This is an optimization exercise on Yosys and OpenROAD, whose aim is small area and a short achievable clock period, not a production implementation.
Where RTL was checked, it was by simulation tests only, not by an equivalence proof against the original.
Function not checked in runs 3 and 4: the RTL went through the layout flow alone.

--- design/flow/design.v ---
package mips_defs;
    typedef enum logic [2:0] {
        MD_NONE  = 3'd0,
        MD_MULT  = 3'd1,
        MD_MULTU = 3'd2,
        MD_DIV   = 3'd3,
        MD_DIVU  = 3'd4,
        MD_MTHI  = 3'd5,
        MD_MTLO  = 3'd6
    } md_op_e;
endpackage
module md_add35 (
    input  logic [34:0] x,
    input  logic [34:0] y,
    input  logic        ci,
    output logic [34:0] s
);
    logic [35:0] g, p;
    logic [34:0] h;
    always_comb begin
        g[0] = ci;
        p[0] = 1'b0;
        for (int i = 0; i < 35; i++) begin
            g[i+1] = x[i] & y[i];
            p[i+1] = x[i] ^ y[i];
            h[i]   = x[i] ^ y[i];
        end
        for (int l = 1; l < 36; l = l * 2)
            for (int i = 2 * l - 1; i < 36; i += 2 * l) begin
                g[i] = g[i] | (p[i] & g[i-l]);
                p[i] = p[i] & p[i-l];
            end
        for (int l = 16; l >= 1; l = l / 2)
            for (int i = 3 * l - 1; i < 36; i += 2 * l) begin
                g[i] = g[i] | (p[i] & g[i-l]);
                p[i] = p[i] & p[i-l];
            end
        for (int i = 0; i < 35; i++) s[i] = h[i] ^ g[i];
    end
endmodule
module md_cneg (
    input  logic [31:0] x,
    input  logic        en,
    output logic [31:0] y
);
    logic [32:0] c;
    always_comb begin
        c[0] = en;
        for (int i = 0; i < 32; i++) begin
            y[i]   = (x[i] ^ en) ^ c[i];
            c[i+1] = (x[i] ^ en) & c[i];
        end
    end
endmodule
module md_step (
    input  logic        dv,       
    input  logic [32:0] u,
    input  logic [32:0] ms,       
    input  logic        nz,
    input  logic        two,
    input  logic        neg,
    input  logic        qin,      
    output logic [34:0] s,        
    output logic        q,        
    output logic [32:0] un        
);
    logic [34:0] m35, x, y;
    assign m35 = {{2{ms[32]}}, ms};
    assign y   = ((two ? {m35[33:0], 1'b0} : m35) & {35{nz}}) ^ {35{neg}};
    assign x   = {{2{u[32] & ~dv}}, u};
    md_add35 u_add (.x(x), .y(y), .ci(neg), .s(s));
    assign q  = ~s[34];
    always_comb begin
        if (dv) un = {(q ? s[31:0] : u[31:0]), qin};
        else    un = s[34:2];
    end
endmodule
module md_unit (
    input  logic        clk,
    input  logic        reset,
    input  logic        start,
    input  logic        cancel,
    input  logic [2:0]  op,
    input  logic [31:0] a,
    input  logic [31:0] b,
    output logic        busy,
    output logic [31:0] hi,
    output logic [31:0] lo
);
    logic        dv;        
    logic        sg;        
    logic [3:0]  cnt;       
    logic        bprev;     
    logic        aneg_r;    
    logic [31:0] m;         
    logic [32:0] ph;        
    logic [31:0] pl;        
    logic first, last;
    assign first = (cnt == 4'd0);
    assign last  = dv ? (cnt == 4'd9) : (cnt == 4'd4);
    logic [32:0] ms;
    logic        a_neg, b_neg, div_zero;
    assign ms       = {sg & m[31], m};
    assign b_neg    = sg & m[31];
    assign div_zero = (m == 32'd0);
    assign a_neg    = first ? (sg & pl[31]) : aneg_r;
    logic [31:0] pl_neg, rem_neg;
    md_cneg u_negq (.x(pl), .en(first ? a_neg : (aneg_r ^ b_neg)), .y(pl_neg));
    md_cneg u_negr (.x(ph[32:1]), .en(aneg_r), .y(rem_neg));
    logic [3:0] nz, two, neg, qin;
    always_comb begin
        for (int j = 0; j < 4; j++) begin
            logic b2, b1, b0;
            b2 = pl[2*j+1];
            b1 = pl[2*j];
            b0 = (j == 0) ? bprev : pl[2*j-1];
            if (dv) begin
                nz[j]  = 1'b1;
                two[j] = 1'b0;
                neg[j] = ~b_neg;
            end else if (cnt == 4'd4) begin
                nz[j]  = (j == 0) & ~sg & bprev;
                two[j] = 1'b0;
                neg[j] = 1'b0;
            end else begin
                nz[j]  = (b1 ^ b0) | (b2 ^ b1);
                two[j] = ~(b1 ^ b0);
                neg[j] = b2 & ~(b1 & b0);
            end
            qin[j] = pl[30-j];
        end
    end
    logic [32:0] u [0:4];
    logic [34:0] s [0:3];
    logic [3:0]  q;
    assign u[0] = ph;
    for (genvar j = 0; j < 4; j++) begin : g_step
        md_step u_step (
            .dv(dv), .u(u[j]), .ms(ms), .nz(nz[j]), .two(two[j]), .neg(neg[j]),
            .qin(qin[j]), .s(s[j]), .q(q[j]), .un(u[j+1])
        );
    end
    logic        done, mthi, mtlo;
    logic [31:0] hi_r, lo_r;
    assign done = busy && last;
    assign mthi = start && !cancel && !busy && (op == 3'd5);
    assign mtlo = start && !cancel && !busy && (op == 3'd6);
    always_comb begin
        hi_r = hi;
        lo_r = lo;
        if (done && !dv) begin
            hi_r = s[0][31:0];
            lo_r = pl;
        end else if (done && !div_zero) begin
            hi_r = rem_neg;
            lo_r = pl_neg;
        end
    end
    always_ff @(posedge clk) begin
        if (reset) begin
            busy <= 1'b0;
            hi   <= '0;
            lo   <= '0;
        end else begin
            hi <= mthi ? a : hi_r;
            lo <= mtlo ? a : lo_r;
            if (busy) busy <= !last;
            else      busy <= start && !cancel && (op != 3'd0) && (op[2:1] != 2'b11) && (op != 3'd5);
        end
    end
    always_ff @(posedge clk) begin
        if (!busy) begin
            m     <= b;
            pl    <= a;
            ph    <= '0;
            cnt   <= '0;
            bprev <= 1'b0;
            dv    <= op[2] | (op[1] & op[0]);    
            sg    <= (op == 3'd1) || (op == 3'd3);
        end else begin
            cnt <= cnt + 4'd1;
            if (dv) begin
                if (first) begin
                    aneg_r <= a_neg;
                    pl     <= pl_neg;
                    ph     <= {32'd0, pl_neg[31]};
                end else begin
                    ph <= u[4];
                    pl <= {pl[27:0], q[0], q[1], q[2], q[3]};
                end
            end else begin
                ph    <= u[4];
                pl    <= {s[3][1:0], s[2][1:0], s[1][1:0], s[0][1:0], pl[31:8]};
                bprev <= pl[7];
            end
        end
    end
endmodule
--- design/flow/run.sh ---
#!/bin/bash
# synth_recipe.tcl (not shown) runs the flow's synth.tcl, then flattens the netlist and writes it again
# the make line also repeats each setting of config.mk as NAME=value (left out here)
make -C /OpenROAD-flow-scripts/flow DESIGN_CONFIG=/design/flow/config.mk WORK_HOME=/design/flow/orfs CLKGATE_MAP_FILE= SYNTH_SCRIPT=/design/flow/synth_recipe.tcl finish
--- design/flow/config.mk ---
export PLATFORM = sky130hd
export DESIGN_NAME = md_unit
export DESIGN_NICKNAME = md_unit
export VERILOG_FILES = /design/flow/design.v
export SDC_FILE = /design/flow/constraint.sdc
export NUM_CORES = 4
export LEC_CHECK = 0
export ABC_AREA = 1
export CAP_MARGIN = 20
export CORE_MARGIN = 2
export CORE_UTILIZATION = 40
export SLEW_MARGIN = 20
--- design/flow/constraint.sdc ---
create_clock -name core_clock -period 100.0 [get_ports {clk}]
set_input_delay 20.0000 -clock core_clock [delete_from_list [all_inputs] [get_ports {clk}]]
set_output_delay 20.0000 -clock core_clock [all_outputs]
set_load 0.01 [all_outputs]
==> impl_metrics.py, run 1 <==
metrics = {
    "die": {
        "core-area_um2": 49000,
        "dieArea_um2": 51400,
        "placementRows": 81,
        "start_util_pct": 40.5,
        "fp.dieH_um": 227,
        "fp.dieW_um": 227,
        "ioPinCount": 136,
    },
    "clock_network": {
        "htreeDepth": 4,
        "hold_buffers": 0,
        "tritoncts": "done",
        "post_cts_buffers": 0,
        "cts_buffer_depth": 2,
        "clk_latency_ns": 0.50,
        "post_cts_resized": 0,
        "cts_buffers": 17,
        "path_clk_slew_ns": 0.08,
        "root_buffer": "clkbuf_16",
        "cts_sinks": 170,
    },
    "drt": {
        "wl_per_cell_um": 23.0,
        "drc_errors": 0,
        "drt_wl_total_um": 79300,
        "via_per_inst": 5.83,
        "ant_nets": 0,
        "vias": 20100,
        "dr.pass1.iters": 6,
        "first_iter_violations": 2091,
    },
    "grt": {
        "antenna_found_initial": 1,
        "track_usage_pct": 31.1,
        "grt_overflow_total": 0,
        "grt_pass1_vias": 19400,
        "grt_max_degree": 71,
        "grt_pass1_wl_um": 118000,
    },
    "place": {
        "hpwl_um": 60300,
        "dpl.cell_count": 3415,
        "place.port_buffers": 135,
        "gp_congestion": 0.967,
    },
    "outcome": {
        "status": "finished clean",
    },
    "worst_setup_path": {
        "critical_path_arrival_ns": 23.41,
        "reg2reg_setup_slack_ns": 82.49,
        "cp.required_ns": 100.39,
        "path_class": "input pin to flop",
        "end_kind": "flop",
        "startpoint_type": "input pin",
        "crit_fanout": 59,
    },
    "sta": {
        "fmax_mhz": 43.4,
        "drv_slew": 0,
        "hold_violations": 0,
        "fin_crit_sh_pct": 23.0,
        "fin_crit_ns": 23.03,
        "skew_ns": 0.0185,
        "setup_viol": 0,
        "max_slew_margin_pct": 26.4,
        "rsz0062_at_grt": "false",
        "tns_ns": 0,
        "max_slew.worst_pin.slew_ns": 1.10,
        "hold_ws_ns": 0.487,
    },
    "logic_synthesis": {
        "ys_ff_latch": 170,
        "synth_most_common_cell": "nand2_1",
        "avgSynthCellArea_um2": 7.23,
        "netlist.area_leader.share_pct": 13.6,
        "synth_edf_count": 35,
        "yosysWarnings": 7,
        "synthArstFlopShare_pct": 0,
        "yosys-top-cells-area": "dfxtp_1 14%, ha_1 12%, nand2_1 9.2%",
        "syn-num-nets": 3077,
        "yosysSeqAreaShare_pct": 18.9,
        "synth_cell_types": 61,
        "synth_ff_type": "dfxtp_1",
        "synth_area_um2": 19800,
        "synthCells": 2744,
        "synth_common_cells": "486 x nand2_1, 359 x inv_1, 211 x a21oi_1",
        "yosysTopAreaCell": "dfxtp_1",
    },
    "flow_run": {
        "drv_cap": 0,
    },
    "layout": {
        "drive_above_1_share_pct": 5.10,
        "area_delta_synth_final_pct": 12.0,
        "finalNonFillerCells": 3447,
        "nNetsFinal": 3103,
        "final_util_pct": 45.4,
        "diodes": 0,
    },
    "min_path": {
        "holdCritPathClass": "flop to flop",
    },
}
## layout make-up
class,instances,area [µm²]
clock inverters,15,194
well taps,664,831
fillers,5023,26700
multi-input cells,2043,14000
repair buffers,164,1570
inverters,374,1420
flip-flops and latches,170,3750
clock buffers,17,425
## kinds of logic after synthesis
group,Yosys count,share of synthesized area (%)
AO/OA/AOI/OAI,776,24.2
XOR/XNOR,261,11.6
adder cells (fa/ha/maj),262,18.9
buffers and inverters,531,10.5
flip-flops,170,18.9
AND/OR/NAND/NOR,744,15.8
## metrics by stage
step / worst slack (ns) / cell area [µm²]
2_1_floorplan: 78.58 / 19800
3_3_place_gp: 76.51 / 21600
3_5_place_dp: 76.52 / 21600
4_1_cts: 77.05 / 22200
5_1_grt: 76.68 / 22200
6_report: 76.97 / 22200
## layout by cell type, fill, tap and decap left out, types with 19 or more instances in the layout
cell type	synthesis	routed
clkdlybuf4s50_1	0	135
a21oi_1	211	211
xor2_1	198	198
o21ai_0	204	204
nor2_1	118	114
nand3_1	49	49
dfxtp_1	135	134
nand2_2	16	19
nand2_1	486	483
fa_1	64	64
a31oi_1	49	49
edfxtp_1	35	35
o211ai_1	149	149
o22ai_1	37	37
ha_1	198	198
xnor2_1	61	61
inv_1	359	359
a221oi_1	48	48
nand4_1	26	26
buf_4	3	29
## sequential cells by signal, indices dropped and copies added (netlist names)
register / count
ph: 33
hi: 32
lo: 32
m: 32
pl: 32
cnt: 4
aneg_r: 1
bprev: 1
busy: 1
dv: 1
sg: 1
## worst max-delay path, cell delays in order
cell             delay [ns]
clkdlybuf4s50_1        0.49
inv_1                  0.09
nor4_2                 0.28
buf_4                  0.31
inv_1                  0.48
nand2_1                0.22
inv_2                  0.17
nand2_2                0.76
inv_1                  0.28
a211oi_1               0.25
nor2_1                 0.05
## path summary, 6_finish.rpt
| kind | from | end | cells past startpoint |
|---|---|---|---|
| worst max-delay path | op[2] | lo[27]$_SDFFE_PP0P_ | 11 |
| worst min-delay path | cnt[0]$_SDFF_PN0_ | cnt[0]$_SDFF_PN0_ | 1 |
| worst max register to register | dv$_DFFE_PN_ | ph[18]$_SDFF_PN0_ | 71 |
| worst min register to register | cnt[0]$_SDFF_PN0_ | cnt[0]$_SDFF_PN0_ | 1 |
## routing by layer
metal / vias up / part of all wire, % / track usage, %
li1: 9378 / - / -
met1: 9574 / 42 / 40.5
met2: 921 / 44 / 48.7
met3: 209 / 6.7 / 3.64
met4: 2 / 6.7 / 19.9
met5: - / 0.013 / 0
==> run 2, diff against run 1 <==
--- a/design/flow/design.v
+++ b/design/flow/design.v
@@ -77,23 +77,23 @@
 endmodule
-module md_unit (
-    input  logic        clk,
-    input  logic        reset,
-    input  logic        start,
-    input  logic        cancel,
-    input  logic [2:0]  op,
-    input  logic [31:0] a,
-    input  logic [31:0] b,
-    output logic        busy,
-    output logic [31:0] hi,
-    output logic [31:0] lo
-);
-    logic        dv;        
-    logic        sg;        
-    logic [3:0]  cnt;       
-    logic        bprev;     
-    logic        aneg_r;    
-    logic [31:0] m;         
-    logic [32:0] ph;        
-    logic [31:0] pl;        
-    logic first, last;
+module md_dp (
+    input  logic        busy,
+    input  logic        dv,
+    input  logic        sg,
+    input  logic [3:0]  cnt,
+    input  logic        bprev,
+    input  logic        aneg_r,
+    input  logic [31:0] m,
+    input  logic [32:0] ph,
+    input  logic [31:0] pl,
+    input  logic [31:0] hi,
+    input  logic [31:0] lo,
+    output logic        last,
+    output logic [32:0] ph_n,
+    output logic [31:0] pl_n,
+    output logic        bprev_n,
+    output logic        aneg_n,
+    output logic [31:0] hi_r,
+    output logic [31:0] lo_r
+);
+    logic first;
     assign first = (cnt == 4'd0);
@@ -142,7 +142,2 @@
     end
-    logic        done, mthi, mtlo;
-    logic [31:0] hi_r, lo_r;
-    assign done = busy && last;
-    assign mthi = start && !cancel && !busy && (op == 3'd5);
-    assign mtlo = start && !cancel && !busy && (op == 3'd6);
     always_comb begin
@@ -150,6 +145,6 @@
         lo_r = lo;
-        if (done && !dv) begin
+        if (busy && last && !dv) begin
             hi_r = s[0][31:0];
             lo_r = pl;
-        end else if (done && !div_zero) begin
+        end else if (busy && last && !div_zero) begin
             hi_r = rem_neg;
@@ -158,2 +153,54 @@
     end
+    always_comb begin
+        bprev_n = bprev;
+        aneg_n  = aneg_r;
+        if (dv) begin
+            if (first) begin
+                aneg_n = a_neg;
+                pl_n   = pl_neg;
+                ph_n   = {32'd0, pl_neg[31]};
+            end else begin
+                ph_n = u[4];
+                pl_n = {pl[27:0], q[0], q[1], q[2], q[3]};
+            end
+        end else begin
+            ph_n    = u[4];
+            pl_n    = {s[3][1:0], s[2][1:0], s[1][1:0], s[0][1:0], pl[31:8]};
+            bprev_n = pl[7];
+        end
+    end
+endmodule
+module md_unit (
+    input  logic        clk,
+    input  logic        reset,
+    input  logic        start,
+    input  logic        cancel,
+    input  logic [2:0]  op,
+    input  logic [31:0] a,
+    input  logic [31:0] b,
+    output logic        busy,
+    output logic [31:0] hi,
+    output logic [31:0] lo
+);
+    logic        dv;        
+    logic        sg;        
+    logic [3:0]  cnt;       
+    logic        bprev;     
+    logic        aneg_r;    
+    logic [31:0] m;         
+    logic [32:0] ph;        
+    logic [31:0] pl;        
+    logic        last, bprev_n, aneg_n;
+    logic [32:0] ph_n;
+    logic [31:0] pl_n, hi_r, lo_r;
+    md_dp u_dp (
+        .busy(busy), .dv(dv), .sg(sg), .cnt(cnt), .bprev(bprev), .aneg_r(aneg_r),
+        .m(m), .ph(ph), .pl(pl), .hi(hi), .lo(lo),
+        .last(last), .ph_n(ph_n), .pl_n(pl_n), .bprev_n(bprev_n), .aneg_n(aneg_n),
+        .hi_r(hi_r), .lo_r(lo_r)
+    );
+    logic go, mthi, mtlo;
+    assign go   = start && !cancel && !busy;
+    assign mthi = go && (op == 3'd5);
+    assign mtlo = go && (op == 3'd6);
     always_ff @(posedge clk) begin
@@ -167,3 +214,3 @@
             if (busy) busy <= !last;
-            else      busy <= start && !cancel && (op != 3'd0) && (op[2:1] != 2'b11) && (op != 3'd5);
+            else      busy <= go && (op != 3'd0) && (op[2:1] != 2'b11) && (op != 3'd5);
         end
@@ -180,19 +227,9 @@
         end else begin
-            cnt <= cnt + 4'd1;
-            if (dv) begin
-                if (first) begin
-                    aneg_r <= a_neg;
-                    pl     <= pl_neg;
-                    ph     <= {32'd0, pl_neg[31]};
-                end else begin
-                    ph <= u[4];
-                    pl <= {pl[27:0], q[0], q[1], q[2], q[3]};
-                end
-            end else begin
-                ph    <= u[4];
-                pl    <= {s[3][1:0], s[2][1:0], s[1][1:0], s[0][1:0], pl[31:8]};
-                bprev <= pl[7];
-            end
-        end
-    end
-endmodule
+            cnt    <= cnt + 4'd1;
+            ph     <= ph_n;
+            pl     <= pl_n;
+            bprev  <= bprev_n;
+            aneg_r <= aneg_n;
+        end
+    end
+endmodule
--- a/design/flow/config.mk
+++ b/design/flow/config.mk
@@ -12 +12,3 @@
 export SLEW_MARGIN = 20
+export SYNTH_HIERARCHICAL = 1
+export SYNTH_MINIMUM_KEEP_SIZE = 2000
==> run 2 against run 1 <==
  * First-iteration DRC count down 17%
  * Register-to-register slack better by 0.14 ns
  * Final area rose by 1.7%
  * Setup slack better by 1.3 ns
  * Critical endpoint is now busy
  * Critical path depth shrank 10
  * Global-route usage shrank 2.2 points
  * Area after synthesis is 2.5% higher
==> impl_metrics.py, run 2 <==
metrics = {
    "outcome": {
        "status": "finished clean",
    },
    "worst_setup_path": {
        "startpoint_type": "flop",
        "cp.required_ns": 80.00,
        "slowest_delay_ns": 0.62,
        "timing.critical_path.buf_inv": 1,
        "cp_cell_sequence": "clkdlybuf4s50_1",
        "end_kind": "primary output",
        "critical_path_arrival_ns": 1.69,
        "critPathTopFamily": "buffers and inverters",
        "crit_path_top_delay_cell": "clkdlybuf4s50_1",
        "path_class": "flop to primary output",
        "crit_fanout": 29,
    },
    "sta": {
        "tns_ns": 0,
        "skew_ns": 0.0189,
        "fin_crit_ns": 21.69,
        "fmax_mhz": 46.1,
        "drv_slew": 0,
        "setup_viol": 0,
        "fin_crit_sh_pct": 21.7,
        "hold_violations": 0,
        "rsz0062_at_grt": "false",
        "postLayoutSetupSlackWorst_ns": 78.31,
        "max_slew_margin_pct": 36.0,
        "max_slew.worst_pin.slew_ns": 0.958,
    },
    "logic_synthesis": {
        "synth_area_um2": 20300,
        "yosysSeqAreaShare_pct": 18.5,
        "synth_most_common_cell": "nand2_1",
        "synth_common_cells": "552 x nand2_1, 385 x inv_1, 272 x nor2_1",
        "synthCells": 2940,
        "syn-num-nets": 3268,
        "synth_edf_count": 35,
        "ys_ff_latch": 170,
        "synth_ff_type": "dfxtp_1",
        "yosysWarnings": 14,
        "yosysTopAreaCell": "dfxtp_1",
        "avgSynthCellArea_um2": 6.92,
        "synth_cell_types": 58,
        "yosys-top-cells-area": "dfxtp_1 13%, ha_1 12%, xor2_1 10%",
        "synthArstFlopShare_pct": 0,
        "netlist.area_leader.share_pct": 13.3,
    },
    "clock_network": {
        "cts_buffers": 17,
        "htreeDepth": 4,
        "root_buffer": "clkbuf_16",
        "path_clk_slew_ns": 0.08,
        "clk_latency_ns": 0.48,
        "post_cts_buffers": 0,
        "post_cts_resized": 0,
        "tritoncts": "done",
        "cts_sinks": 170,
        "cts_buffer_depth": 2,
        "hold_buffers": 0,
    },
    "layout": {
        "nNetsFinal": 3285,
        "largest_register_ffs": 33,
        "top_register": "ph",
        "layout_common_cells": "547 x nand2_1, 385 x inv_1, 272 x nor2_1, 251 x o21ai_0, 237 x xor2_1",
        "final_common_cell": "nand2_1",
        "fin_area_um2": 22600,
        "drive_above_1_share_pct": 4.48,
        "area_delta_synth_final_pct": 11.2,
    },
    "die": {
        "fp.dieW_um": 230,
        "ioPinCount": 136,
        "start_util_pct": 40.5,
        "core-area_um2": 50200,
        "fp.dieH_um": 230,
        "placementRows": 82,
        "dieArea_um2": 52700,
    },
    "grt": {
        "grt_max_degree": 137,
        "grt_pass1_wl_um": 118000,
        "grt_pass1_vias": 20400,
        "antenna_found_initial": 1,
        "track_usage_pct": 28.9,
        "grt_overflow_total": 0,
    },
    "place": {
        "gp_congestion": 0.967,
        "hpwl_um": 59100,
        "preCtsSetupSlack_ns": 78.14,
        "placed_cell_area_um2": 22000,
        "place.port_buffers": 135,
    },
    "drt": {
        "dr.pass1.iters": 7,
        "drc_errors": 0,
        "ant_nets": 0,
        "wl_per_cell_um": 21.1,
        "vias": 20700,
        "drt_wl_total_um": 76900,
        "via_per_inst": 5.69,
        "first_iter_violations": 1741,
    },
    "flow_run": {
        "drv_cap": 0,
    },
    "min_path": {
        "holdCritPathClass": "flop to flop",
    },
}
==> run 2: changes by cell type after synthesis, sizes merged, moves of 22 or more <==
cell	change
xnor2	-39
nand3	+22
o221ai	+40
inv	+32
o22ai	+40
nand2	+66
nor2	+162
a221oi	-23
o211ai	-89
a21oi	-51
xor2	+38
o21ai	+46
a31oi	-28
==> run 2: final timing paths <==
check	depth (start not counted)	start	slack [ns]	end
worst min-delay path	1	cnt[0]$_SDFF_PN0_	0.52	cnt[0]$_SDFF_PN0_
worst min register to register	1	cnt[0]$_SDFF_PN0_	0.52	cnt[0]$_SDFF_PN0_
worst max-delay path	1	busy$_SDFF_PP0_	78.31	busy
worst max register to register	73	dv$_DFFE_PN_	82.63	ph[25]$_SDFF_PN0_
==> run 2: kinds of logic after synthesis <==
logic type / after synthesis / synth area share [%]
compound gates: 705 / 20.9
buf+inv: 566 / 11.2
xor+xnor: 259 / 11.2
simple gates: 983 / 20.1
fa+ha+maj: 257 / 18.1
flops: 170 / 18.5
==> run 2: metrics by stage <==
| stage | hold slack [ns] | cells | util, % |
|---|---|---|---|
| floorplan | 0.451 | 2940 | - |
| global placement | 0.474 | 3610 | 43.9 |
| detailed placement | 0.493 | 3610 | 43.9 |
| CTS | 0.513 | 3642 | 45.0 |
| global route | 0.545 | 3642 | 45.1 |
| finish | 0.521 | 3644 | 45.1 |
==> run 2: per-module statistics from Yosys, one instance, submodules excluded <==
module,times used,cells
md_dp,1,2290
md_unit,1,650
==> run 2: routing by layer <==
layer | global-route usage, % | vias up | wire length [µm] | share of wire [%]
li1 | - | 9808 | - | -
met1 | 34.4 | 9917 | 30800 | 40
met2 | 49.3 | 804 | 36600 | 48
met3 | 3.16 | 208 | 4310 | 5.6
met4 | 18.6 | 0 | 5170 | 6.7
met5 | 0 | - | 0 | 0
==> run 2: cell type report <==
cell class | instances | area [µm²]
fill | 5270 | 27600
antenna | 2 | 5.00
sequential | 170 | 3760
multi-input combinational | 2204 | 14300
clock inverter | 14 | 154
clock buffer | 18 | 429
tap | 672 | 841
inverter | 403 | 1520
timing repair buffer | 161 | 1560
==> run 3, diff against run 2 <==
--- a/design/flow/design.v
+++ b/design/flow/design.v
@@ -55,4 +55,5 @@
 module md_step (
-    input  logic        dv,       
-    input  logic [32:0] u,
+    input  logic        dq,       
+    input  logic        df,       
+    input  logic [33:0] u,
     input  logic [32:0] ms,       
@@ -60,3 +61,5 @@
     input  logic        two,
-    input  logic        neg,
+    input  logic        negm,     
+    input  logic        bneg,     
+    input  logic        qp,       
     input  logic        qin,      
@@ -64,14 +67,13 @@
     output logic        q,        
-    output logic [32:0] un        
+    output logic [33:0] un        
 );
     logic [34:0] m35, x, y;
+    logic        neg;
+    assign neg = dq ? (qp ^ bneg) : negm;
     assign m35 = {{2{ms[32]}}, ms};
     assign y   = ((two ? {m35[33:0], 1'b0} : m35) & {35{nz}}) ^ {35{neg}};
-    assign x   = {{2{u[32] & ~dv}}, u};
-    md_add35 u_add (.x(x), .y(y), .ci(neg), .s(s));
+    assign x   = {u[33], u};
+    md_add35 u_add (.x(x), .y(y), .ci(neg & nz), .s(s));
     assign q  = ~s[34];
-    always_comb begin
-        if (dv) un = {(q ? s[31:0] : u[31:0]), qin};
-        else    un = s[34:2];
-    end
+    assign un = df ? {s[32:0], qin} : {s[34], s[34:2]};
 endmodule
@@ -85,3 +87,3 @@
     input  logic [31:0] m,
-    input  logic [32:0] ph,
+    input  logic [33:0] ph,
     input  logic [31:0] pl,
@@ -90,3 +92,3 @@
     output logic        last,
-    output logic [32:0] ph_n,
+    output logic [33:0] ph_n,
     output logic [31:0] pl_n,
@@ -106,6 +108,7 @@
     assign a_neg    = first ? (sg & pl[31]) : aneg_r;
-    logic [31:0] pl_neg, rem_neg;
+    logic [31:0] pl_neg;
     md_cneg u_negq (.x(pl), .en(first ? a_neg : (aneg_r ^ b_neg)), .y(pl_neg));
-    md_cneg u_negr (.x(ph[32:1]), .en(aneg_r), .y(rem_neg));
-    logic [3:0] nz, two, neg, qin;
+    logic       fix;
+    logic [3:0] dq, df, nz, two, negm, qp, qin;
+    assign fix = dv & (cnt == 4'd9);
     always_comb begin
@@ -116,19 +119,25 @@
             b0 = (j == 0) ? bprev : pl[2*j-1];
-            if (dv) begin
-                nz[j]  = 1'b1;
-                two[j] = 1'b0;
-                neg[j] = ~b_neg;
+            dq[j] = dv & ~fix;
+            df[j] = dv;
+            if (dv && fix) begin
+                nz[j]   = (j == 0) & ph[33];
+                two[j]  = 1'b1;
+                negm[j] = (j == 0) ? (b_neg & ph[33]) : aneg_r;
+            end else if (dv) begin
+                nz[j]   = 1'b1;
+                two[j]  = 1'b0;
+                negm[j] = 1'b0;
             end else if (cnt == 4'd4) begin
-                nz[j]  = (j == 0) & ~sg & bprev;
-                two[j] = 1'b0;
-                neg[j] = 1'b0;
+                nz[j]   = (j == 0) & ~sg & bprev;
+                two[j]  = 1'b0;
+                negm[j] = 1'b0;
             end else begin
-                nz[j]  = (b1 ^ b0) | (b2 ^ b1);
-                two[j] = ~(b1 ^ b0);
-                neg[j] = b2 & ~(b1 & b0);
-            end
-            qin[j] = pl[30-j];
-        end
-    end
-    logic [32:0] u [0:4];
+                nz[j]   = (b1 ^ b0) | (b2 ^ b1);
+                two[j]  = ~(b1 ^ b0);
+                negm[j] = b2 & ~(b1 & b0);
+            end
+            qin[j] = pl[30-j] & ~(dv & (fix | (cnt == 4'd8 && j == 3)));
+        end
+    end
+    logic [33:0] u [0:4];
     logic [34:0] s [0:3];
@@ -136,6 +145,7 @@
     assign u[0] = ph;
+    assign qp   = {q[2:0], ~ph[33]};
     for (genvar j = 0; j < 4; j++) begin : g_step
         md_step u_step (
-            .dv(dv), .u(u[j]), .ms(ms), .nz(nz[j]), .two(two[j]), .neg(neg[j]),
-            .qin(qin[j]), .s(s[j]), .q(q[j]), .un(u[j+1])
+            .dq(dq[j]), .df(df[j]), .u(u[j]), .ms(ms), .nz(nz[j]), .two(two[j]), .negm(negm[j]),
+            .bneg(b_neg), .qp(qp[j]), .qin(qin[j]), .s(s[j]), .q(q[j]), .un(u[j+1])
         );
@@ -149,3 +159,3 @@
         end else if (busy && last && !div_zero) begin
-            hi_r = rem_neg;
+            hi_r = s[1][33:2] ^ {32{aneg_r}};
             lo_r = pl_neg;
@@ -160,3 +170,3 @@
                 pl_n   = pl_neg;
-                ph_n   = {32'd0, pl_neg[31]};
+                ph_n   = {33'd0, pl_neg[31]};
             end else begin
@@ -184,2 +194,3 @@
 );
+    logic        idle;      
     logic        dv;        
@@ -190,9 +201,9 @@
     logic [31:0] m;         
-    logic [32:0] ph;        
+    logic [33:0] ph;        
     logic [31:0] pl;        
     logic        last, bprev_n, aneg_n;
-    logic [32:0] ph_n;
+    logic [33:0] ph_n;
     logic [31:0] pl_n, hi_r, lo_r;
     md_dp u_dp (
-        .busy(busy), .dv(dv), .sg(sg), .cnt(cnt), .bprev(bprev), .aneg_r(aneg_r),
+        .busy(!idle), .dv(dv), .sg(sg), .cnt(cnt), .bprev(bprev), .aneg_r(aneg_r),
         .m(m), .ph(ph), .pl(pl), .hi(hi), .lo(lo),
@@ -202,5 +213,7 @@
     logic go, mthi, mtlo;
-    assign go   = start && !cancel && !busy;
+    assign go   = start && !cancel && idle;
     assign mthi = go && (op == 3'd5);
     assign mtlo = go && (op == 3'd6);
+    logic run;
+    assign run = go && (op != 3'd0) && (op[2:1] != 2'b11) && (op != 3'd5);
     always_ff @(posedge clk) begin
@@ -208,2 +221,3 @@
             busy <= 1'b0;
+            idle <= 1'b1;
             hi   <= '0;
@@ -213,4 +227,9 @@
             lo <= mtlo ? a : lo_r;
-            if (busy) busy <= !last;
-            else      busy <= go && (op != 3'd0) && (op[2:1] != 2'b11) && (op != 3'd5);
+            if (!idle) begin
+                busy <= !last;
+                idle <= last;
+            end else begin
+                busy <= run;
+                idle <= !run;
+            end
         end
@@ -218,3 +237,3 @@
     always_ff @(posedge clk) begin
-        if (!busy) begin
+        if (idle) begin
             m     <= b;
==> design/flow/flow/run.sh (new file) <==
#!/bin/bash
# Standard layout, with plain buffers (not delay cells) on the ports.
set -euo pipefail
export BUFFER_PORTS_ARGS="-buffer_cell sky130_fd_sc_hd__buf_1"
bash standard.sh > standard_make.log 2>&1
==> design/flow/standard.sh (new file) <==
#!/bin/bash
# synth_recipe.tcl (not shown) runs the flow's synth.tcl, then flattens the netlist and writes it again
# the make line also repeats each setting of config.mk as NAME=value (left out here)
make -C /OpenROAD-flow-scripts/flow DESIGN_CONFIG=/design/flow/config.mk WORK_HOME=/design/flow/orfs CLKGATE_MAP_FILE= SYNTH_SCRIPT=/design/flow/synth_recipe.tcl "${@:-finish}"
removed: design/flow/run.sh
==> run 3 against run 2 <==
  * Area after synthesis rose by 2.0%
  * Worst hold slack better by 0.036 ns
  * Non-clock buffer count increased by 2
  * Still clean on timing, DRC and antenna
  * Critical endpoint is now hi[17]
==> impl_metrics.py, run 3 <==
metrics = {
    "logic_synthesis": {
        "synth_edf_count": 35,
        "netlist.area_leader.share_pct": 15.1,
        "synth_cell_types": 50,
        "yosys-top-cells-area": "nand2_1 15%, dfxtp_1 13%, xor2_1 11%",
        "yosys.area_share.xor_xnor_pct": 12.1,
        "avgSynthCellArea_um2": 6.63,
        "synth-simple-area-share_pct": 29.9,
        "syn-num-nets": 3434,
        "synthArstFlopShare_pct": 0,
        "synth_common_cells": "832 x nand2_1, 421 x inv_1, 316 x nand3_1",
        "synthCells": 3127,
        "synth_mux_area_share_pct": 0.241,
        "synth-compound-area-share_pct": 10.1,
        "yosysWarnings": 13,
        "yosysTopAreaCell": "nand2_1",
        "yosysSeqAreaShare_pct": 18.3,
        "synth_top_family_by_area": "simple AND/OR/NAND/NOR gates",
        "ys_ff_latch": 172,
        "synth_ff_type": "dfxtp_1",
        "synthAdderAreaFrac_pct": 16.8,
        "synth_most_common_cell": "nand2_1",
        "synth_area_um2": 20700,
    },
    "layout": {
        "largest_register_ffs": 34,
        "top_register": "ph",
        "layout_common_cells": "831 x nand2_1, 420 x inv_1, 316 x nand3_1, 258 x xor2_1, 249 x nor2_1",
        "drive_above_1_share_pct": 3.84,
        "final_common_cell": "nand2_1",
        "area_delta_synth_final_pct": 5.80,
        "nNetsFinal": 3446,
        "fin_area_um2": 21900,
    },
    "worst_setup_path": {
        "cp_cell_sequence": "buf_1",
        "slowest_delay_ns": 0.45,
        "reg2reg_from": "dv$_DFFE_PP_",
        "reg2reg_depth": 78,
        "crit_path_top_delay_cell": "dfxtp_1",
        "startpoint_type": "flop",
        "path_class": "flop to primary output",
        "critPathTopFamily": "flip-flops",
        "critical_path_arrival_ns": 1.16,
        "reg2reg_setup_slack_ns": 83.51,
        "crit_fanout": 2,
        "crit_cells": 1,
        "end_kind": "primary output",
        "cp.required_ns": 80.00,
        "timing.critical_path.buf_inv": 1,
        "timing.rr.end": "ph[27]$_SDFF_PP0_",
    },
    "sta": {
        "max_slew_margin_pct": 27.9,
        "setup_viol": 0,
        "hold_violations": 0,
        "tns_ns": 0,
        "max_slew.worst_pin.slew_ns": 1.08,
        "drv_slew": 0,
        "skew_ns": 0.0188,
        "fin_crit_ns": 21.16,
        "rsz0062_at_grt": "false",
        "fin_crit_sh_pct": 21.2,
        "fmax_mhz": 47.3,
    },
    "grt": {
        "antenna_found_initial": 0,
        "grt_pass1_wl_um": 110000,
        "grt_max_degree": 177,
        "track_usage_pct": 26.4,
        "grt_overflow_total": 0,
        "grt_pass1_vias": 19000,
    },
    "drt": {
        "wl_per_cell_um": 18.2,
        "dr.pass1.iters": 6,
        "vias": 20000,
        "via_per_inst": 5.22,
        "drc_errors": 0,
        "first_iter_violations": 1891,
        "ant_nets": 0,
        "drt_wl_total_um": 69700,
    },
    "clock_network": {
        "tritoncts": "done",
        "post_cts_buffers": 0,
        "path_clk_slew_ns": 0.07,
        "hold_buffers": 0,
        "htreeDepth": 4,
        "cts_buffer_depth": 2,
        "clk_latency_ns": 0.51,
        "cts_buffers": 17,
        "cts_sinks": 172,
        "post_cts_resized": 0,
        "root_buffer": "clkbuf_16",
    },
    "place": {
        "gp_congestion": 0.912,
        "place.port_buffers": 135,
        "placed_cell_area_um2": 21400,
        "hpwl_um": 51900,
    },
    "min_path": {
        "hold_depth": 1,
        "hold_path.startpoint": "cnt[0]$_SDFF_PP0_",
        "min_to": "cnt[0]$_SDFF_PP0_",
        "holdCritPathClass": "flop to flop",
    },
    "die": {
        "fp.dieW_um": 232,
        "placementRows": 83,
        "dieArea_um2": 53700,
        "core-area_um2": 51300,
        "start_util_pct": 40.4,
        "ioPinCount": 136,
        "fp.dieH_um": 232,
    },
    "outcome": {
        "status": "finished clean",
    },
    "flow_run": {
        "drv_cap": 0,
    },
}
==> run 3: cell types whose count changed after synthesis, moves of 43 or more <==
cell | previous run | this run
buf_2 | 18 | 61
nand2_1 | 552 | 832
a21oi_1 | 165 | 49
o22ai_1 | 77 | 24
nand3_1 | 71 | 316
o21ai_0 | 251 | 164
==> run 3: cell families after synthesis <==
kind of cell / count (synthesis)
AOI/OAI and AO/OA: 354
xor gates and xnor gates: 286
muxes: 5
buffers and inverters: 600
adders and majority gates: 236
DFF: 172
and+or+nand+nor: 1474
==> run 3: metrics by stage <==
| step | setup slack [ns] | cells | util (%) | hold slack, ns |
|---|---|---|---|---|
| 3_5_place_dp | 78.49 | 3800 | 41.6 | 0.535 |
| 4_1_cts | 78.81 | 3832 | 42.8 | 0.553 |
| 5_1_grt | 78.79 | 3832 | 42.8 | 0.587 |
| 3_3_place_gp | 78.54 | 3800 | 41.6 | 0.520 |
| 2_1_floorplan | 79.30 | 3127 | - | 0.479 |
| 6_report | 78.84 | 3833 | 42.8 | 0.557 |
==> run 3: worst max-delay path by stage <==
stage                      start                 to  slack, ns
2_1_floorplan              start   hi[0]$_SDFF_PP0_      79.30
3_3_place_gp               op[0]  hi[12]$_SDFF_PP0_      78.54
3_5_place_dp               op[2]  hi[22]$_SDFF_PP0_      78.49
4_1_cts        hi[17]$_SDFF_PP0_             hi[17]      78.81
5_1_grt                    op[0]  hi[11]$_SDFF_PP0_      78.79
6_report       hi[17]$_SDFF_PP0_             hi[17]      78.84
==> run 3: modules after synthesis (local to each module, per instance) <==
module / area (µm²) / cells inside / flip-flops and latches
md_unit: 6010 / 668 / 172
md_dp: 14700 / 2459 / 0
==> run 3: layer usage <==
layer	track usage, %	share of wire (%)
met5	0	0
met4	10.3	3.4
met3	4.10	7.6
met2	42.1	45
met1	35.8	44
==> run 3: layout make-up <==
| cell class | count | area (µm²) |
|---|---|---|
| antenna | 1 | 2.50 |
| clock inverter | 14 | 146 |
| tap | 680 | 851 |
| multi-input combinational | 2355 | 14400 |
| clock buffer | 18 | 439 |
| timing repair buffer | 163 | 729 |
| sequential | 172 | 3800 |
| fill | 5610 | 29400 |
| inverter | 430 | 1620 |
==> run 4, diff against run 3 <==
==> design/flow/flow/run.sh (replaced) <==
#!/bin/bash
# Standard layout, with plain buffers (not delay cells) on the ports.
set -euo pipefail
export BUFFER_PORTS_ARGS="-buffer_cell sky130_fd_sc_hd__buf_2"
bash standard.sh > standard_make.log 2>&1
==> run 4 against run 3 <==
  * Still clean on timing, DRC and antenna
  * Area after synthesis did not move
  * Non-clock buffer count stayed put
  * Cell count is essentially flat
  * Flip-flop and latch count is the same
  * Final area grew 0.78%
  * Maximum frequency is essentially flat
  * First-iteration DRC count is 3.6% higher
  * Critical endpoint is now hi[19]
==> impl_metrics.py, run 4 <==
metrics = {
    "logic_synthesis": {
        "yosys-top-cells-area": "nand2_1 15%, dfxtp_1 13%, xor2_1 11%",
        "synth_cell_types": 50,
        "synth_most_common_cell": "nand2_1",
        "netlist.area_leader.share_pct": 15.1,
        "synthCells": 3127,
        "yosysWarnings": 13,
        "synth_area_um2": 20700,
        "synth_edf_count": 35,
        "avgSynthCellArea_um2": 6.63,
        "syn-num-nets": 3434,
        "ys_ff_latch": 172,
        "yosysSeqAreaShare_pct": 18.3,
        "synthArstFlopShare_pct": 0,
        "synth_ff_type": "dfxtp_1",
        "yosysTopAreaCell": "nand2_1",
        "synth_common_cells": "832 x nand2_1, 421 x inv_1, 316 x nand3_1",
    },
    "clock_network": {
        "cts_buffer_depth": 2,
        "cts_sinks": 172,
        "clk_latency_ns": 0.50,
        "htreeDepth": 4,
        "tritoncts": "done",
        "root_buffer": "clkbuf_16",
        "path_clk_slew_ns": 0.07,
        "post_cts_buffers": 0,
        "cts_buffers": 17,
        "hold_buffers": 0,
        "post_cts_resized": 0,
    },
    "die": {
        "fp.dieW_um": 232,
        "start_util_pct": 40.4,
        "placementRows": 83,
        "core-area_um2": 51300,
        "fp.dieH_um": 232,
        "ioPinCount": 136,
        "dieArea_um2": 53700,
    },
    "layout": {
        "drive_above_1_share_pct": 8.06,
        "diodes": 0,
        "top_register": "ph",
        "num-fill-cells": 5588,
        "largest_register_ffs": 34,
        "final_util_pct": 43.1,
        "fin_area_um2": 22100,
        "area_delta_synth_final_pct": 6.62,
        "multiInputGateArea_um2": 14400,
        "layout_common_cells": "831 x nand2_1, 420 x inv_1, 316 x nand3_1, 258 x xor2_1, 249 x nor2_1",
        "nNetsFinal": 3446,
        "final_common_cell": "nand2_1",
        "seqCellArea_um2": 3800,
    },
    "sta": {
        "max_slew.worst_pin.slew_ns": 0.999,
        "rsz0062_at_grt": "false",
        "hold_violations": 0,
        "setup_viol": 0,
        "hold_ws_ns": 0.551,
        "fin_crit_sh_pct": 21.2,
        "fmax_mhz": 47.3,
        "tns_ns": 0,
        "fin_crit_ns": 21.16,
        "max_slew_margin_pct": 33.3,
        "drv_slew": 0,
        "skew_ns": 0.0165,
    },
    "worst_setup_path": {
        "cp_cell_sequence": "buf_2",
        "timing.critical_path.buf_inv": 1,
        "timing.rr.end": "ph[29]$_SDFF_PP0_",
        "reg2reg_depth": 78,
        "critPathTopFamily": "flip-flops",
        "crit_path_top_delay_cell": "dfxtp_1",
        "reg2reg_from": "dv$_DFFE_PP_",
        "end_kind": "primary output",
        "crit_start": "hi[19]$_SDFF_PP0_",
        "slowest_delay_ns": 0.48,
        "cp.required_ns": 80.00,
        "path_class": "flop to primary output",
        "reg2reg_setup_slack_ns": 83.47,
        "startpoint_type": "flop",
        "cp-endpoint": "hi[19]",
        "crit_fanout": 2,
        "crit_cells": 1,
        "critical_path_arrival_ns": 1.16,
    },
    "grt": {
        "antenna_found_initial": 0,
        "grt_overflow_total": 0,
        "track_usage_pct": 26.7,
        "grt_pass1_wl_um": 111000,
        "grt_max_degree": 177,
        "grt_pass1_vias": 18900,
    },
    "place": {
        "hpwl_um": 52500,
        "placed_cell_area_um2": 21500,
        "place.port_buffers": 135,
        "gp_congestion": 0.896,
    },
    "drt": {
        "dr.pass1.iters": 6,
        "wl_per_cell_um": 18.5,
        "vias": 20100,
        "drc_errors": 0,
        "drt_wl_total_um": 70800,
        "first_iter_violations": 1959,
        "via_per_inst": 5.23,
        "ant_nets": 0,
    },
    "flow_run": {
        "drv_cap": 0,
    },
    "outcome": {
        "status": "finished clean",
    },
    "min_path": {
        "holdCritPathClass": "flop to flop",
    },
}
==> run 4: changes by cell type in the layout (fill, tap and decap cells not counted) <==
cell,previous run,this run
clkbuf_8,1,0
clkinv_2,2,1
clkbuf_1,0,2
clkinv_4,4,0
clkinv_8,2,1
buf_2,0,135
buf_1,135,0
inv_4,3,4
clkbuf_16,17,19
inv_6,0,5
diode_2,1,0
inv_8,6,3
==> run 4: modules after synthesis (local to each module, per instance) <==
module / cell area, µm² / flip-flops and latches / times used / cells
md_dp: 14700 / 0 / 1 / 2459
md_unit: 6010 / 172 / 1 / 668
==> run 4: worst min path at each step <==
| stage | endpoint | startpoint | depth (start not counted) | slack (ns) |
|---|---|---|---|---|
| 2_1_floorplan | cnt[0]$_SDFF_PP0_ | cnt[0]$_SDFF_PP0_ | 1 | 0.48 |
| 3_3_place_gp | cnt[0]$_SDFF_PP0_ | cnt[0]$_SDFF_PP0_ | 1 | 0.52 |
| 3_5_place_dp | cnt[0]$_SDFF_PP0_ | cnt[0]$_SDFF_PP0_ | 1 | 0.53 |
| 4_1_cts | cnt[0]$_SDFF_PP0_ | cnt[0]$_SDFF_PP0_ | 1 | 0.54 |
| 5_1_grt | cnt[3]$_SDFF_PP0_ | cnt[3]$_SDFF_PP0_ | 2 | 0.59 |
| 6_report | cnt[0]$_SDFF_PP0_ | cnt[0]$_SDFF_PP0_ | 1 | 0.55 |
==> run 4: stage by stage <==
stage	cells	worst slack, ns
4_1_cts	3832	78.85
3_5_place_dp	3800	78.62
5_1_grt	3832	78.82
6_report	3832	78.84
2_1_floorplan	3127	79.30
3_3_place_gp	3800	78.66
==> run 4: kinds of logic (layout without fill, tap and decap cells) <==
family          count (synthesis)  after routing  synth area share (%)
compound gates                354            354                  10.1
fa+ha+maj                     236            236                  16.8
xor+xnor                      286            286                  12.1
simple gates                 1474           1474                  29.9
buf+inv                       600            625                  12.5
mux                             5              5                 0.241
flops                         172            172                  18.3
==> run 4: layout make-up <==
type	instances	share of cell area, %
Multi-Input combinational cell	2355	64.9
Sequential cell	172	17.2
Inverter	430	7.33
Timing Repair Buffer	163	4.06
Tap cell	680	3.85
Clock buffer	21	2.18
Clock inverter	11	0.481
==> run 4: metal layers <==
metal,vias up,global-route usage (%),share of wire [%]
li1,9954,-,-
met4,0,9.38,3.2
met2,668,42.8,45
met3,100,4.46,7.0
met1,9334,36.1,45
met5,-,0,0
==> run 5, diff against run 4 <==
--- a/design/flow/design.v
+++ b/design/flow/design.v
@@ -55,4 +55,3 @@
 module md_step (
-    input  logic        dq,       
-    input  logic        df,       
+    input  logic        dvj,      
     input  logic [33:0] u,
@@ -71,3 +70,3 @@
     logic        neg;
-    assign neg = dq ? (qp ^ bneg) : negm;
+    assign neg = dvj ? (qp ^ bneg) : negm;
     assign m35 = {{2{ms[32]}}, ms};
@@ -75,5 +74,5 @@
     assign x   = {u[33], u};
-    md_add35 u_add (.x(x), .y(y), .ci(neg & nz), .s(s));
+    md_add35 u_add (.x(x), .y(y), .ci(neg), .s(s));
     assign q  = ~s[34];
-    assign un = df ? {s[32:0], qin} : {s[34], s[34:2]};
+    assign un = dvj ? {s[32:0], qin} : {s[34], s[34:2]};
 endmodule
@@ -108,6 +107,7 @@
     assign a_neg    = first ? (sg & pl[31]) : aneg_r;
-    logic [31:0] pl_neg;
+    logic [31:0] pl_neg, rem_neg;
     md_cneg u_negq (.x(pl), .en(first ? a_neg : (aneg_r ^ b_neg)), .y(pl_neg));
+    md_cneg u_negr (.x(s[0][32:1]), .en(aneg_r), .y(rem_neg));
     logic       fix;
-    logic [3:0] dq, df, nz, two, negm, qp, qin;
+    logic [3:0] dvj, nz, two, negm, qp, qin;
     assign fix = dv & (cnt == 4'd9);
@@ -119,12 +119,7 @@
             b0 = (j == 0) ? bprev : pl[2*j-1];
-            dq[j] = dv & ~fix;
-            df[j] = dv;
-            if (dv && fix) begin
-                nz[j]   = (j == 0) & ph[33];
-                two[j]  = 1'b1;
-                negm[j] = (j == 0) ? (b_neg & ph[33]) : aneg_r;
-            end else if (dv) begin
-                nz[j]   = 1'b1;
-                two[j]  = 1'b0;
-                negm[j] = 1'b0;
+            dvj[j] = dv & ~fix;
+            if (dv) begin
+                nz[j]   = (j == 0) ? (~fix | ph[33]) : 1'b1;
+                two[j]  = fix;
+                negm[j] = b_neg;
             end else if (cnt == 4'd4) begin
@@ -138,3 +133,3 @@
             end
-            qin[j] = pl[30-j] & ~(dv & (fix | (cnt == 4'd8 && j == 3)));
+            qin[j] = pl[30-j];
         end
@@ -148,3 +143,3 @@
         md_step u_step (
-            .dq(dq[j]), .df(df[j]), .u(u[j]), .ms(ms), .nz(nz[j]), .two(two[j]), .negm(negm[j]),
+            .dvj(dvj[j]), .u(u[j]), .ms(ms), .nz(nz[j]), .two(two[j]), .negm(negm[j]),
             .bneg(b_neg), .qp(qp[j]), .qin(qin[j]), .s(s[j]), .q(q[j]), .un(u[j+1])
@@ -159,3 +154,3 @@
         end else if (busy && last && !div_zero) begin
-            hi_r = s[1][33:2] ^ {32{aneg_r}};
+            hi_r = rem_neg;
             lo_r = pl_neg;
==> design/flow/flow/run.sh (replaced) <==
#!/bin/bash
# Standard layout, with plain buffers (not delay cells) on the ports.
set -euo pipefail
export BUFFER_PORTS_ARGS="-buffer_cell sky130_fd_sc_hd__buf_1"
bash standard.sh > standard_make.log 2>&1
==> run 5 against run 4 <==
  * Register-to-register slack worse by 2.0 ns
  * Routed wire length down 3.3%
  * Area after synthesis fell by 3.1%
  * Clock-buffer cell count shrank 4
  * Worst hold slack got worse by 0.013 ns
  * Largest cell class unchanged
  * Via count shrank 2.1%
  * Maximum frequency about the same
  * Still clean
  * Critical path type unchanged
==> impl_metrics.py, run 5 <==
metrics = {
    "outcome": {
        "status": "finished clean",
    },
    "sta": {
        "setup_viol": 0,
        "fin_crit_ns": 21.15,
        "drv_slew": 0,
        "fin_crit_sh_pct": 21.1,
        "max_slew.worst_pin.slew_ns": 1.10,
        "skew_ns": 0.0292,
        "fmax_mhz": 47.3,
        "max_slew_margin_pct": 26.7,
        "tns_ns": 0,
        "hold_violations": 0,
        "rsz0062_at_grt": "false",
    },
    "clock_network": {
        "clk_latency_ns": 0.52,
        "cts_buffers": 17,
        "hold_buffers": 0,
        "cts_buffer_depth": 2,
        "tritoncts": "done",
        "post_cts_resized": 0,
        "root_buffer": "clkbuf_16",
        "path_clk_slew_ns": 0.08,
        "cts_sinks": 172,
        "htreeDepth": 4,
        "post_cts_buffers": 0,
    },
    "drt": {
        "drt_wl_total_um": 68500,
        "wl_per_cell_um": 19.2,
        "first_iter_violations": 1861,
        "vias": 19600,
        "drc_errors": 0,
        "via_per_inst": 5.51,
        "dr.pass1.iters": 6,
        "ant_nets": 0,
    },
    "worst_setup_path": {
        "reg2reg_from": "dv$_DFFE_PP_",
        "timing.critical_path.buf_inv": 1,
        "slowest_delay_ns": 0.46,
        "cp.required_ns": 80.00,
        "path_class": "flop to primary output",
        "crit_fanout": 2,
        "critPathTopFamily": "flip-flops",
        "cp_cell_sequence": "buf_1",
        "end_kind": "primary output",
        "reg2reg_setup_slack_ns": 81.47,
        "timing.rr.end": "ph[28]$_SDFF_PP0_",
        "critical_path_arrival_ns": 1.15,
        "crit_path_top_delay_cell": "dfxtp_1",
        "startpoint_type": "flop",
        "reg2reg_depth": 84,
    },
    "place": {
        "place.port_buffers": 135,
        "hpwl_um": 49400,
        "gp_congestion": 0.903,
    },
    "logic_synthesis": {
        "yosysTopAreaCell": "dfxtp_1",
        "avgSynthCellArea_um2": 7.00,
        "synth-compound-area-share_pct": 19.3,
        "yosys-top-cells-area": "dfxtp_1 14%, ha_1 12%, xor2_1 9.5%",
        "netlist.area_leader.share_pct": 13.6,
        "yosysSeqAreaShare_pct": 18.9,
        "synthAdderAreaFrac_pct": 18.9,
        "yosysWarnings": 13,
        "synth-simple-area-share_pct": 20.7,
        "syn-num-nets": 3203,
        "synth_ff_type": "dfxtp_1",
        "ys_ff_latch": 172,
        "synthArstFlopShare_pct": 0,
        "synth_most_common_cell": "nand2_1",
        "synth_mux_area_share_pct": 0,
        "synth_cell_types": 53,
        "synth_common_cells": "456 x nand2_1, 337 x o21ai_0, 336 x inv_1",
        "synth_edf_count": 35,
        "synthCells": 2870,
        "yosys.area_share.xor_xnor_pct": 11.6,
        "synth_top_family_by_area": "simple AND/OR/NAND/NOR gates",
        "synth_area_um2": 20100,
    },
    "die": {
        "dieArea_um2": 52100,
        "fp.dieW_um": 228,
        "fp.dieH_um": 228,
        "start_util_pct": 40.3,
        "core-area_um2": 49900,
        "placementRows": 82,
        "ioPinCount": 136,
    },
    "layout": {
        "diodes": 0,
        "area_delta_synth_final_pct": 6.41,
        "final_common_cell": "nand2_1",
        "num-fill-cells": 5274,
        "top_register": "ph",
        "largest_register_ffs": 34,
        "nNetsFinal": 3209,
        "drive_above_1_share_pct": 5.23,
        "layout_common_cells": "453 x nand2_1, 337 x o21ai_0, 334 x inv_1, 294 x nor2_1, 219 x xor2_1",
    },
    "grt": {
        "grt_max_degree": 87,
        "grt_pass1_vias": 19000,
        "track_usage_pct": 26.1,
        "grt_pass1_wl_um": 107000,
        "grt_overflow_total": 0,
        "antenna_found_initial": 0,
    },
    "min_path": {
        "hold_path.startpoint": "idle$_SDFF_PP1_",
        "hold_depth": 0,
        "holdCritPathClass": "flop to flop",
        "min_to": "dv$_DFFE_PP_",
    },
    "flow_run": {
        "drv_cap": 0,
    },
}
[run 5: changes by cell type after synthesis, moves of 21 or more]
cell	before	now
nand2_1	832	456
a21oi_1	49	181
ha_1	164	194
inv_1	421	336
nand2_2	9	30
o21ai_0	164	337
a31oi_1	14	47
buf_4	31	5
clkbuf_1	49	86
nor2_1	250	295
xor2_1	258	219
buf_2	61	34
nand3_1	316	100
[run 5: cell families (layout without fill, tap and decap cells)]
kind of cell | Yosys count | in the layout
adder cells (fa/ha/maj) | 262 | 262
XOR/XNOR | 267 | 267
AO/OA/AOI/OAI | 695 | 695
flip-flops | 172 | 172
buffers and inverters | 517 | 536
AND/OR/NAND/NOR | 957 | 957
[run 5: modules after synthesis, one instance, submodules excluded]
module | flops+latches | cells | times used
md_unit | 172 | 668 | 1
md_dp | 0 | 2202 | 1
[run 5: final cells by class]
| class | count | area, µm² | area share (%) |
|---|---|---|---|
| inverter | 350 | 1320 | 6.17 |
| timing repair buffer | 154 | 649 | 3.04 |
| tap | 672 | 841 | 3.93 |
| clock inverter | 15 | 168 | 0.784 |
| multi-input combinational | 2181 | 14200 | 66.3 |
| clock buffer | 17 | 425 | 1.99 |
| sequential | 172 | 3800 | 17.8 |
[run 5: routing by layer]
metal | global-route usage [%] | routed length (µm)
met3 | 3.93 | 4500
met4 | 9.60 | 2370
met1 | 35.1 | 30400
met5 | 0 | 0
met2 | 42.3 | 31300
[run 5: worst max-delay path by stage]
stage / from / end / cells past startpoint
finish: hi[31]$_SDFF_PP0_ / hi[31] / 1
global placement: op[1] / lo[17]$_SDFF_PP0_ / 6
detailed placement: op[2] / lo[23]$_SDFF_PP0_ / 6
CTS: hi[1]$_SDFF_PP0_ / hi[1] / 1
floorplan: start / hi[0]$_SDFF_PP0_ / 7
global route: hi[1]$_SDFF_PP0_ / hi[1] / 1
[run 5: through the flow]
stage / worst slack, ns / hold WS [ns] / cells / instance area [µm²] / util [%]
floorplan: 79.30 / 0.507 / 2870 / 20100 / -
global placement: 78.55 / 0.519 / 3529 / 20800 / 41.7
detailed placement: 78.49 / 0.521 / 3529 / 20800 / 41.7
CTS: 78.84 / 0.540 / 3561 / 21400 / 42.9
global route: 78.83 / 0.556 / 3561 / 21400 / 42.9
finish: 78.85 / 0.539 / 3561 / 21400 / 42.9
==> run 6, diff against run 5 <==
==> design/flow/flow/run.sh (replaced) <==
#!/bin/bash
# The standard layout (standard.sh) with two changes:
#  - synthesis maps with ORFS's ABC area script without its upsize step (flow/abc_area.script),
#  - the ports get plain buffers (buf_1) instead of delay cells.
# Tool output: standard_make.log here and ORFS's own logs under orfs/logs.
set -euo pipefail
W=$(pwd)
rm -rf "$W/orfs_scripts"
cp -r "$FLOW_HOME/scripts" "$W/orfs_scripts"
cp "$W/flow/abc_area.script" "$W/orfs_scripts/abc_area.script"
export SCRIPTS_DIR="$W/orfs_scripts"
export BUFFER_PORTS_ARGS="-buffer_cell sky130_fd_sc_hd__buf_1"
bash standard.sh > standard_make.log 2>&1
==> design/flow/flow/abc_area.script (new file) <==
strash
dch
map -B 0.9
topo
stime -c
buffer -c
dnsize -c
--- a/design/flow/config.mk
+++ b/design/flow/config.mk
@@ -11,2 +11,4 @@
 export CORE_UTILIZATION = 40
+export CTS_BUF_LIST = sky130_fd_sc_hd__clkbuf_8 sky130_fd_sc_hd__clkbuf_16
+export CTS_CLUSTER_SIZE = 30
 export SLEW_MARGIN = 20
==> run 6 against run 5 <==
  * Synthesized cell count stayed put
  * Final area is 1.5% lower
  * First-iteration DRC count is 1.7% higher
  * Highest routed layer unchanged
==> impl_metrics.py, run 6 <==
metrics = {
    "drt": {
        "wl_per_cell_um": 19.2,
        "via_per_inst": 5.55,
        "drc_errors": 0,
        "ant_nets": 0,
        "first_iter_violations": 1892,
        "dr.pass1.iters": 6,
        "drt_wl_total_um": 67500,
        "vias": 19600,
    },
    "layout": {
        "layout_common_cells": "487 x nand2_1, 344 x o21ai_0, 342 x inv_1, 301 x nor2_1, 219 x xor2_1",
        "drive_above_1_share_pct": 3.24,
        "nNetsFinal": 3219,
        "diodes": 0,
        "area_delta_synth_final_pct": 7.66,
        "top_register": "ph",
        "largest_register_ffs": 34,
        "final_common_cell": "nand2_1",
    },
    "logic_synthesis": {
        "yosysSeqAreaShare_pct": 19.4,
        "synth_most_common_cell": "nand2_1",
        "avgSynthCellArea_um2": 6.82,
        "synth_cell_types": 38,
        "netlist.area_leader.share_pct": 14.0,
        "syn-num-nets": 3203,
        "yosysTopAreaCell": "dfxtp_1",
        "synth_edf_count": 35,
        "synth_ff_type": "dfxtp_1",
        "yosys-top-cells-area": "dfxtp_1 14%, ha_1 12%, xor2_1 9.8%",
        "synthCells": 2870,
        "synth_common_cells": "495 x nand2_1, 344 x inv_1, 344 x o21ai_0",
        "synthArstFlopShare_pct": 0,
        "synth_area_um2": 19600,
        "ys_ff_latch": 172,
        "yosysWarnings": 13,
    },
    "die": {
        "fp.dieW_um": 225,
        "start_util_pct": 40.2,
        "ioPinCount": 136,
        "fp.dieH_um": 225,
        "core-area_um2": 48600,
        "placementRows": 81,
        "dieArea_um2": 50700,
    },
    "sta": {
        "fin_crit_sh_pct": 21.1,
        "hold_ws_ns": 0.504,
        "postLayoutSetupSlackWorst_ns": 78.85,
        "skew_ns": 0.0179,
        "fin_crit_ns": 21.15,
        "setup_viol": 0,
        "max_slew.worst_pin.slew_ns": 1.02,
        "rsz0062_at_grt": "false",
        "tns_ns": 0,
        "fmax_mhz": 47.3,
        "hold_violations": 0,
        "drv_slew": 0,
        "max_slew_margin_pct": 31.9,
    },
    "worst_setup_path": {
        "critical_path_arrival_ns": 1.15,
        "crit_fanout": 1,
        "path_class": "flop to primary output",
        "cp_cell_sequence": "buf_1",
        "slowest_delay_ns": 0.46,
        "timing.critical_path.buf_inv": 1,
        "end_kind": "primary output",
        "cp.required_ns": 80.00,
        "critPathTopFamily": "flip-flops",
        "startpoint_type": "flop",
        "crit_path_top_delay_cell": "dfxtp_1",
    },
    "flow_run": {
        "drv_cap": 0,
    },
    "grt": {
        "track_usage_pct": 26.5,
        "grt_max_degree": 127,
        "antenna_found_initial": 0,
        "grt_overflow_total": 0,
        "grt_pass1_vias": 18800,
        "grt_pass1_wl_um": 105000,
    },
    "clock_network": {
        "root_buffer": "clkbuf_16",
        "cts_buffer_depth": 2,
        "tritoncts": "done",
        "path_clk_slew_ns": 0.08,
        "clk_latency_ns": 0.50,
        "cts_sinks": 172,
        "htreeDepth": 4,
        "cts_buffers": 17,
        "hold_buffers": 0,
        "post_cts_buffers": 0,
        "post_cts_resized": 0,
    },
    "place": {
        "hpwl_um": 49600,
        "gp_congestion": 0.928,
        "preCtsSetupSlack_ns": 78.65,
        "place.port_buffers": 135,
    },
    "min_path": {
        "holdCritPathClass": "flop to flop",
    },
    "outcome": {
        "status": "finished clean",
    },
}
run 6: cell types whose count changed in the layout (fill, tap and decap cells not counted), sizes merged:
cell / change
inv: -4
clkinv: +3
clkinvlp: +1
buf: +10
run 6: area by class of cell:
cell class	instances	area, µm²
clock inverter	15	141
clock buffer	17	425
sequential	172	3800
timing repair buffer	164	728
multi-input combinational	2181	13900
fill	5184	27600
tap	622	778
inverter	350	1320
run 6: path summary, 6_finish.rpt:
check,start,end,slack (ns),cells past startpoint
max reg2reg,m[31]$_DFFE_PP_,ph[33]$_SDFF_PP0_,81.89,85
min reg2reg,cnt[0]$_SDFF_PP0_,cnt[0]$_SDFF_PP0_,0.50,1
max,busy$_SDFF_PP0_,busy,78.85,1
min,cnt[0]$_SDFF_PP0_,cnt[0]$_SDFF_PP0_,0.50,1
run 6: logic make-up (layout without fill, tap and decap cells):
| logic type | Yosys count | after routing | synth area share, % |
|---|---|---|---|
| AO/OA/AOI/OAI | 695 | 695 | 19.6 |
| XOR/XNOR | 267 | 267 | 12.0 |
| adder cells (fa/ha/maj) | 262 | 262 | 19.4 |
| buffers and inverters | 517 | 546 | 10.0 |
| flip-flops | 172 | 172 | 19.4 |
| AND/OR/NAND/NOR | 957 | 957 | 19.6 |
run 6: per-stage QoR:
stage | instance area, µm² | utilization, % | instances
final | 21100 | 43.3 | 3521
after detailed placement | 20500 | 42.1 | 3489
after floorplan | 19600 | - | 2870
after global placement | 20500 | 42.1 | 3489
after CTS | 21100 | 43.3 | 3521
after global routing | 21100 | 43.3 | 3521
run 6: layer usage:
layer / part of all wire (%) / GRT usage, %
met4: 3.2 / 9.49
met3: 6.7 / 3.65
met2: 46 / 43.2
met5: 0 / 0
met1: 44 / 35.9
run 6: modules after synthesis (local to each module, per instance):
module   cell area, µm²  times used
md_dp             13700           1
md_unit            5820           1

-- port drivers added, routing unchanged --
No port has a modelled driver above. Below, the same layouts with a new extraction and two added sets of constraints. Step 1 (the two cells are an assumption about what drives the block):
set clk [get_ports {clk}]
set_driving_cell -lib_cell sky130_fd_sc_hd__clkbuf_16 $clk
set_driving_cell -lib_cell sky130_fd_sc_hd__buf_2 [delete_from_list [all_inputs] $clk]
Step 2 adds t to the input delays and takes it off the output delays; t is the mean of the earliest and latest rising clock arrival at the registers after step 1. Input paths then give back, and output paths get back, about the clock's delay inside the block. a / b / c = ideal ports / drivers / drivers and shift; a / b = the first two.
run	t, ns	setup WS [ns]	worst hold slack (ns)	clock arrival spread, ns	worst slew at a driven data input, ns
run 1	0.553	76.974 / 77.004 / 76.451	0.487 / 0.487 / 0.487	0.019 / 0.019	0.06
run 2	0.526	78.311 / 78.256 / 78.095	0.521 / 0.521 / 0.521	0.019 / 0.019	0.05
run 3	0.556	78.837 / 78.779 / 78.434	0.557 / 0.557 / 0.557	0.019 / 0.020	0.04
run 4	0.558	78.836 / 78.774 / 78.609	0.551 / 0.551 / 0.551	0.017 / 0.017	0.03
run 5	0.570	78.850 / 78.785 / 78.433	0.539 / 0.539 / 0.539	0.029 / 0.029	0.04
run 6	0.559	78.854 / 78.790 / 78.552	0.504 / 0.504 / 0.504	0.018 / 0.018	0.05
After both steps every run listed still meets setup and hold. The setup slack of run 1, which loses most, moves by +0.030 ns with the drivers and by -0.523 ns with both steps.
